Background: an optimization exercise with open tools, aiming at small area, a short achievable clock period and few clock cycles per item. Do not read the settings as production practice. Function was checked by simulation only, so behaviour that the tests miss may differ from the original. No activity file was given, so power comes from the tool's default toggle rates.

==> flow/design.v <==
package adsr_eg_pkg;
  localparam int unsigned LEVEL_W = 24;
  localparam int unsigned COEF_W  = 24;
  localparam int unsigned OUT_W   = 23;
  localparam logic signed [LEVEL_W-1:0] ONE_Q22       = 24'sd4194304;
  localparam logic signed [LEVEL_W-1:0] HALF_Q22      = 24'sd2097152;
  localparam logic signed [LEVEL_W-1:0] RELEASE_FLOOR = 24'sd419;
  localparam logic [OUT_W-1:0]          ONE_Q22_U     = 23'd4194304;
  typedef enum logic [2:0] {
    STAGE_IDLE    = 3'd0,
    STAGE_ATTACK  = 3'd1,
    STAGE_DECAY   = 3'd2,
    STAGE_SUSTAIN = 3'd3,
    STAGE_RELEASE = 3'd4
  } stage_t;
  typedef enum logic [2:0] {
    REG_ATTACK_COEF  = 3'd0,
    REG_ATTACK_BASE  = 3'd1,
    REG_DECAY_COEF   = 3'd2,
    REG_DECAY_BASE   = 3'd3,
    REG_SUSTAIN      = 3'd4,
    REG_RELEASE_COEF = 3'd5,
    REG_RELEASE_BASE = 3'd6
  } reg_index_t;
  typedef struct packed {
    logic signed [23:0] gate_sample;
    logic               last_in_block;
  } in_item_t;
  typedef struct packed {
    logic [22:0] envelope_level;
    logic [2:0]  envelope_stage;
    logic        block_end;
  } out_item_t;
  typedef struct packed {
    logic [COEF_W-1:0]         attack_coef;
    logic signed [LEVEL_W-1:0] attack_base;
    logic [COEF_W-1:0]         decay_coef;
    logic signed [LEVEL_W-1:0] decay_base;
    logic [OUT_W-1:0]          sustain_level;
    logic [COEF_W-1:0]         release_coef;
    logic signed [LEVEL_W-1:0] release_base;
  } cfg_t;
endpackage
module adsr_eg_cfg
(
  input  logic        clk,
  input  logic        rst_n,
  input  logic        cfg_we,
  input  logic [2:0]  cfg_index,
  input  logic [23:0] cfg_wdata,
  output adsr_eg_pkg::cfg_t cfg
);
  adsr_eg_pkg::cfg_t             cfg_r;
  logic [adsr_eg_pkg::OUT_W-1:0] sustain_wr;
  always_comb begin
    sustain_wr = cfg_wdata[adsr_eg_pkg::OUT_W-1:0];
    if (sustain_wr > adsr_eg_pkg::ONE_Q22_U) begin
      sustain_wr = adsr_eg_pkg::ONE_Q22_U;
    end
  end
  always_ff @(posedge clk) begin
    if (!rst_n) begin
      cfg_r.attack_coef   <= '0;
      cfg_r.attack_base   <= adsr_eg_pkg::ONE_Q22;
      cfg_r.decay_coef    <= '0;
      cfg_r.decay_base    <= '0;
      cfg_r.sustain_level <= adsr_eg_pkg::ONE_Q22_U;
      cfg_r.release_coef  <= '0;
      cfg_r.release_base  <= '0;
    end else if (cfg_we) begin
      case (cfg_index)
        adsr_eg_pkg::REG_ATTACK_COEF:  cfg_r.attack_coef   <= cfg_wdata;
        adsr_eg_pkg::REG_ATTACK_BASE:  cfg_r.attack_base   <= signed'(cfg_wdata);
        adsr_eg_pkg::REG_DECAY_COEF:   cfg_r.decay_coef    <= cfg_wdata;
        adsr_eg_pkg::REG_DECAY_BASE:   cfg_r.decay_base    <= signed'(cfg_wdata);
        adsr_eg_pkg::REG_SUSTAIN:      cfg_r.sustain_level <= sustain_wr;
        adsr_eg_pkg::REG_RELEASE_COEF: cfg_r.release_coef  <= cfg_wdata;
        adsr_eg_pkg::REG_RELEASE_BASE: cfg_r.release_base  <= signed'(cfg_wdata);
        default: begin
        end
      endcase
    end
  end
  assign cfg = cfg_r;
endmodule
module adsr_eg_one_pole
(
  input  logic signed [adsr_eg_pkg::LEVEL_W-1:0] base,
  input  logic signed [adsr_eg_pkg::LEVEL_W-1:0] level,
  input  logic [adsr_eg_pkg::COEF_W-1:0]         coef,
  output logic signed [adsr_eg_pkg::LEVEL_W-1:0] result
);
  logic signed [adsr_eg_pkg::LEVEL_W+adsr_eg_pkg::COEF_W:0]   prod;
  logic signed [adsr_eg_pkg::LEVEL_W:0]          prod_q;
  logic signed [adsr_eg_pkg::LEVEL_W+1:0]        sum;
  assign prod   = level * signed'({1'b0, coef});
  assign prod_q = prod[adsr_eg_pkg::LEVEL_W+adsr_eg_pkg::COEF_W:adsr_eg_pkg::COEF_W];
  assign sum    = {{2{base[adsr_eg_pkg::LEVEL_W-1]}}, base} + {prod_q[adsr_eg_pkg::LEVEL_W], prod_q};
  always_comb begin
    if (sum > 26'sd8388607) begin
      result = 24'sd8388607;
    end else if (sum < -26'sd8388608) begin
      result = -24'sd8388608;
    end else begin
      result = sum[adsr_eg_pkg::LEVEL_W-1:0];
    end
  end
endmodule
module adsr_eg_core
(
  input  logic      clk,
  input  logic      rst_n,
  input  adsr_eg_pkg::cfg_t      cfg,
  input  logic      req_valid,
  input  adsr_eg_pkg::in_item_t  req_data,
  output logic      core_ready,
  output logic      out_valid,
  input  logic      out_stall,
  output adsr_eg_pkg::out_item_t out_data
);
  adsr_eg_pkg::stage_t                    stage_r, stage_nxt, stage_entry;
  logic signed [adsr_eg_pkg::LEVEL_W-1:0] level_r, level_nxt;
  logic                      gate_was_r;
  logic                      out_valid_r;
  adsr_eg_pkg::out_item_t                 out_data_r;
  logic                      gate_high;
  logic                      take;
  logic signed [adsr_eg_pkg::LEVEL_W-1:0] pole_base;
  logic [adsr_eg_pkg::COEF_W-1:0]         pole_coef;
  logic signed [adsr_eg_pkg::LEVEL_W-1:0] pole_res;
  logic signed [adsr_eg_pkg::LEVEL_W-1:0] sustain_s;
  logic [adsr_eg_pkg::OUT_W-1:0]          shown;
  assign core_ready = !out_valid_r || !out_stall;
  assign take       = req_valid && core_ready;
  assign gate_high  = req_data.gate_sample > adsr_eg_pkg::HALF_Q22;
  assign sustain_s  = signed'({1'b0, cfg.sustain_level});
  always_comb begin
    stage_entry = stage_r;
    if (gate_high && !gate_was_r) begin
      stage_entry = adsr_eg_pkg::STAGE_ATTACK;
    end else if (!gate_high && gate_was_r && stage_r != adsr_eg_pkg::STAGE_IDLE) begin
      stage_entry = adsr_eg_pkg::STAGE_RELEASE;
    end
  end
  always_comb begin
    case (stage_entry)
      adsr_eg_pkg::STAGE_ATTACK: begin
        pole_base = cfg.attack_base;
        pole_coef = cfg.attack_coef;
      end
      adsr_eg_pkg::STAGE_DECAY: begin
        pole_base = cfg.decay_base;
        pole_coef = cfg.decay_coef;
      end
      default: begin
        pole_base = cfg.release_base;
        pole_coef = cfg.release_coef;
      end
    endcase
  end
  adsr_eg_one_pole u_one_pole (
    .base   (pole_base),
    .level  (level_r),
    .coef   (pole_coef),
    .result (pole_res)
  );
  always_comb begin
    case (stage_entry)
      adsr_eg_pkg::STAGE_ATTACK:  stage_nxt = (pole_res >= adsr_eg_pkg::ONE_Q22) ? adsr_eg_pkg::STAGE_DECAY : adsr_eg_pkg::STAGE_ATTACK;
      adsr_eg_pkg::STAGE_DECAY:   stage_nxt = (pole_res <= sustain_s) ? adsr_eg_pkg::STAGE_SUSTAIN : adsr_eg_pkg::STAGE_DECAY;
      adsr_eg_pkg::STAGE_SUSTAIN: stage_nxt = adsr_eg_pkg::STAGE_SUSTAIN;
      adsr_eg_pkg::STAGE_RELEASE: stage_nxt = (pole_res <= adsr_eg_pkg::RELEASE_FLOOR) ? adsr_eg_pkg::STAGE_IDLE : adsr_eg_pkg::STAGE_RELEASE;
      default:       stage_nxt = adsr_eg_pkg::STAGE_IDLE;
    endcase
  end
  always_comb begin
    case (stage_entry)
      adsr_eg_pkg::STAGE_ATTACK:  level_nxt = (pole_res >= adsr_eg_pkg::ONE_Q22) ? adsr_eg_pkg::ONE_Q22 : pole_res;
      adsr_eg_pkg::STAGE_DECAY:   level_nxt = (pole_res <= sustain_s) ? sustain_s : pole_res;
      adsr_eg_pkg::STAGE_SUSTAIN: level_nxt = sustain_s;
      adsr_eg_pkg::STAGE_RELEASE: level_nxt = (pole_res <= adsr_eg_pkg::RELEASE_FLOOR) ? '0 : pole_res;
      default:       level_nxt = '0;
    endcase
  end
  always_comb begin
    if (level_nxt[adsr_eg_pkg::LEVEL_W-1]) begin
      shown = '0;
    end else if (level_nxt > adsr_eg_pkg::ONE_Q22) begin
      shown = adsr_eg_pkg::ONE_Q22_U;
    end else begin
      shown = level_nxt[adsr_eg_pkg::OUT_W-1:0];
    end
  end
  always_ff @(posedge clk) begin
    if (!rst_n) begin
      stage_r     <= adsr_eg_pkg::STAGE_IDLE;
      level_r     <= '0;
      gate_was_r  <= 1'b0;
      out_valid_r <= 1'b0;
    end else begin
      if (core_ready) begin
        out_valid_r <= req_valid;
      end
      if (take) begin
        stage_r    <= stage_nxt;
        level_r    <= level_nxt;
        gate_was_r <= gate_high;
      end
    end
  end
  always_ff @(posedge clk) begin
    if (take) begin
      out_data_r.envelope_level <= shown;
      out_data_r.envelope_stage <= stage_nxt;
      out_data_r.block_end      <= req_data.last_in_block;
    end
  end
  assign out_valid = out_valid_r;
  assign out_data  = out_data_r;
endmodule
module adsr_envelope_generator_unit
(
  input  logic        clk,
  input  logic        rst_n,
  input  logic        in_valid,
  output logic        in_stall,
  input  logic [24:0] in_data,
  output logic        out_valid,
  input  logic        out_stall,
  output logic [26:0] out_data,
  input  logic        cfg_we,
  input  logic [2:0]  cfg_index,
  input  logic [23:0] cfg_wdata
);
  adsr_eg_pkg::cfg_t     cfg;
  logic     s1_valid_r;
  adsr_eg_pkg::in_item_t s1_data_r;
  logic     core_ready;
  adsr_eg_cfg u_cfg (
    .clk       (clk),
    .rst_n     (rst_n),
    .cfg_we    (cfg_we),
    .cfg_index (cfg_index),
    .cfg_wdata (cfg_wdata),
    .cfg       (cfg)
  );
  assign in_stall = s1_valid_r && !core_ready;
  always_ff @(posedge clk) begin
    if (!rst_n) begin
      s1_valid_r <= 1'b0;
    end else if (!in_stall) begin
      s1_valid_r <= in_valid;
    end
  end
  always_ff @(posedge clk) begin
    if (in_valid && !in_stall) begin
      s1_data_r <= in_data;
    end
  end
  adsr_eg_core u_core (
    .clk        (clk),
    .rst_n      (rst_n),
    .cfg        (cfg),
    .req_valid  (s1_valid_r),
    .req_data   (s1_data_r),
    .core_ready (core_ready),
    .out_valid  (out_valid),
    .out_stall  (out_stall),
    .out_data   (out_data)
  );
endmodule
==> flow/run.sh <==
#!/bin/bash
# synth_recipe.tcl (not shown) runs the flow's synth.tcl, then flattens the netlist and writes it again
# the make line also repeats each setting of config.mk as NAME=value (left out here)
make -C /OpenROAD-flow-scripts/flow DESIGN_CONFIG=/design/flow/config.mk WORK_HOME=/design/flow/orfs CLKGATE_MAP_FILE= SYNTH_SCRIPT=/design/flow/synth_recipe.tcl finish
==> flow/config.mk <==
export PLATFORM = sky130hd
export DESIGN_NAME = adsr_envelope_generator_unit
export DESIGN_NICKNAME = adsr_envelope_generator_unit
export VERILOG_FILES = /design/flow/design.v
export SDC_FILE = /design/flow/constraint.sdc
export NUM_CORES = 4
export LEC_CHECK = 0
export CAP_MARGIN = 20
export CORE_MARGIN = 2
export CORE_UTILIZATION = 40
export SLEW_MARGIN = 20
==> flow/constraint.sdc <==
create_clock -name core_clock -period 16.0 [get_ports {clk}]
set_input_delay 3.2000 -clock core_clock [delete_from_list [all_inputs] [get_ports {clk}]]
set_output_delay 3.2000 -clock core_clock [all_outputs]
set_load 0.01 [all_outputs]
==> run notes <==
## stage by stage
stage,total power [W],setup TNS (ns)
after floorplan,0.0009551,0
after CTS,0.001783,0
after global placement,0.001125,0
after global routing,0.001852,-0.005315
after detailed placement,0.001124,0
final,0.001779,0
## power by group
part	leakage [nW]	switching (W)	total (W)	internal (W)
logic	13.1	0.000290	0.000435	0.000146
registers	2.10	0.0000200	0.000683	0.000663
clock network	0.464	0.000269	0.000660	0.000391
## kinds of logic after synthesis
logic type / Yosys count / synth area share
muxes: 5 / 0.001680
xor gates and xnor gates: 51 / 0.01463
adders and majority gates: 728 / 0.4168
AOI/OAI and AO/OA: 541 / 0.1123
and+or+nand+nor: 1170 / 0.1771
buffers and inverters: 786 / 0.09719
DFF: 249 / 0.1803
## area by class of cell
type	count	area, um^2
multi-input cells	2495	22160
clock inverters	6	65.06
inverters	576	2165
repair buffers	168	1478
clock buffers	46	882.1
well taps	978	1224
flip-flops and latches	249	5507
fillers	7496	42340
## layer usage
metal / global-route usage / part of all wire
met1: 0.3283 / 0.44
met3: 0.02648 / 0.060
met5: 0 / 0.00014
met4: 0.05663 / 0.026
met2: 0.4031 / 0.48
## worst max-delay path: cells and delay by family, from the launching register on
family	cells	cell delay, ns
adders and majority gates	10	4.52
AOI/OAI and AO/OA	25	6.09
xor gates and xnor gates	2	0.43
and+or+nand+nor	8	2.31
buffers and inverters	7	1.15
DFF	1	0.35
## flip-flops by register name (all words and copies together), names as in the netlist
signal and count:
u_core.gate_was_r 1, u_core.level_r 24, s1_valid_r 1, u_cfg.cfg_r 167
u_core.stage_r 3, u_core.out_valid_r 1, s1_data_r 25, u_core.out_data_r 27
## synth_stat cells, drive strengths merged (4+ instances only)
| cell | number |
|---|---|
| nor4 | 17 |
| o211ai | 5 |
| a32oi | 22 |
| and2 | 267 |
| nor2 | 90 |
| nor3b | 5 |
| buf | 12 |
| o21bai | 11 |
| o21a | 9 |
| a22oi | 44 |
| xnor2 | 27 |
| and4 | 4 |
| a31oi | 10 |
| a211oi | 11 |
| fa | 482 |
| o21ai | 74 |
| mux2i | 4 |
| o31ai | 4 |
| clkbuf | 198 |
| edfxtp | 52 |
| nand2b | 8 |
| inv | 576 |
| and3 | 11 |
| nand2 | 667 |
| or4 | 6 |
| a21o | 40 |
| ha | 246 |
| dfxtp | 197 |
| nor3 | 16 |
| a21oi | 253 |
| a222oi | 25 |
| nor2b | 10 |
| nand4 | 21 |
| xor2 | 24 |
| nand3 | 37 |
## cell usage in the layout (no fill, tap or decap), types with 8 or more instances in the layout
master,n
nand2_1,659
inv_1,575
fa_1,482
and2_1,267
a21oi_1,251
ha_1,246
dfxtp_1,196
nor2_1,90
clkdlybuf4s50_1,85
buf_4,82
o21ai_0,71
edfxtp_1,52
a22oi_1,43
a21o_1,40
nand3_1,36
clkbuf_16,30
xnor2_1,27
a222oi_1,25
xor2_1,22
a32oi_1,22
nand4_1,21
nor4_1,17
nor3_1,14
and3_1,11
o21bai_1,11
a211oi_1,10
a31oi_1,9
o21a_1,9
nor2b_1,9
nand2b_1,8
nand2_2,8
clkbuf_1,8
## final timing paths
check,start,to,slack (ns),cells after the start
max,s1_data_r[1],u_core.out_data_r[16],0.84,52
max reg2reg,s1_data_r[1],u_core.out_data_r[16],0.84,52
min,s1_data_r[0],u_core.out_data_r[0],0.44,0
min reg2reg,s1_data_r[0],u_core.out_data_r[0],0.44,0
==> impl_metrics.csv <==
group,metric,value,unit
status,status,"no timing/DRC/antenna violations",
logic_synthesis,syn_area,0.03054,mm^2
clocking,path_clk_slew,0.06,ns
clocking,clock_sinks,249,
power,power.density,53.13,mW/mm^2
place,pre_cts_slack,0.6350,ns
worst_setup_path,critPathMostFrequentCell,"fa_1",
clocking,hold_buffers,0,
sta,tightest_slew,1.171,ns
routing,drc,0,
routing,ant_nets,0,
floorplanning,coreArea,0.07582,mm^2
routing,drt-total-wl,92350,um
clocking,cts_tree,"yes",
sta,drv_slew,0,
logic_synthesis,synth_top_cell_area_share,0.3160,
grt,grt_max_degree,91,
power,ir_drop,0.07562,mV
clocking,clockRootBuffer,"clkbuf_16",
floorplanning,initial_core_util,0.4027,
sta,fmax,65.95,MHz
clocking,clk_latency,0.57,ns
sta,slew_headroom,0.2191,
worst_setup_path,slowest_stage,"or4_1",
final_layout,final_cells,4518,
floorplanning,ios,86,
worst_setup_path,critPathKind,"flop to flop",
routing,dr.pass1.iters,6,
sta,fin_skew,0.01792,ns
logic_synthesis,syn_nets,4315,
grt,grt_overflow_total,0,
logic_synthesis,synth_area_leader_cell,"fa_1",
worst_setup_path,slowest_delay,0.56,ns
routing,vias,24340,
clocking,cts_setup_buffers,0,
sta,finalHoldViolations,0,
final_layout,utilization,0.4416,
floorplanning,rows,101,
logic_synthesis,async_flop_share,0,
clocking,cts_resized,0,
final_layout,drive_gt1_frac,0.04576,
final_layout,design_area,0.03348,mm^2
sta,hold_slack,0.4364,ns
logic_synthesis,synth_area_leaders,"fa_1 32%, dfxtp_1 13%, ha_1 10%",
place,place.port_buffers,85,
min_path,hp-class,"flop to flop",
logic_synthesis,synth_cell_type_count,75,
clocking,cts_buffer_depth,3,
logic_synthesis,syn-instance-count,3530,
worst_setup_path,cp-start-kind,"flop",
floorplanning,die_area,0.07857,mm^2
place,place_area,0.03247,mm^2
routing,drt-vias-per-instance,5.387,
clocking,cts-buffers-inserted,28,
logic_synthesis,synth-edff-count,52,
sta,min_period,15.16,ns
grt,antenna_found_initial,2,
worst_setup_path,endpoint_kind,"flop",
grt,grt_pass1_vias,24690,
sta,timing.final.ws_setup,0.8364,ns
place,globalplace.congestion,0.9318,
final_layout,syn_to_final_growth,9.649,%
sta,setup_viol,0,
final_layout,finalNetCount,4303,
floorplanning,die_w,280.3,um
logic_synthesis,ys_warn_count,4,
run,max_cap_viol_count,0,
clocking,htreeDepth,1,
worst_setup_path,crit_fanout,33,
worst_setup_path,cp.arrival,15.47,ns
place,dp_cells,4465,
worst_setup_path,required,16.31,ns
logic_synthesis,ys_ff_latch,249,
sta,fin_crit_sh,0.9477,
routing,post_drt_wl_per_cell,20.44,um
floorplanning,chipHeight,280.3,um
grt,grt_pass1_wl,145300,um
final_layout,antennaDiodeCount,0,
grt,grt_usage,0.2389,
place,dp_hpwl,71820,um
logic_synthesis,avgSynthCellArea,8.651,um^2
logic_synthesis,ys.flop_type,"dfxtp_1",
routing,first_iter_violations,1893,
logic_synthesis,synth-seq-area-share,0.1803,
power,power.leakage,15.70,nW
Testbench counts, summed over its fixed seeds: cycles 106,617, items 96,000.

==> what the ideal ports hide <==
The flow's constraints put no driver on any port. The routed layout listed below was extracted and timed again, unchanged, in two steps.
Step 1 (the two cells are an assumption about what drives the block):
set clk [get_ports {clk}]
set_driving_cell -lib_cell sky130_fd_sc_hd__clkbuf_16 $clk
set_driving_cell -lib_cell sky130_fd_sc_hd__buf_2 [delete_from_list [all_inputs] $clk]
Step 2, shift: input delay + t, output delay - t, t = (earliest + latest rising clock arrival at the registers) / 2. This alone moves slack from input paths to output paths.
Three values: no drivers, after step 1, after step 2; two values: the first two.
shift t [ns]: 0.617
setup slack, ns: 0.836 / 0.836 / 0.836
worst setup path after step 2: register to register
After both steps this run still meets setup and hold. For this run, drivers alone change the setup slack by 0.000 ns; drivers and shift together by 0.000 ns.
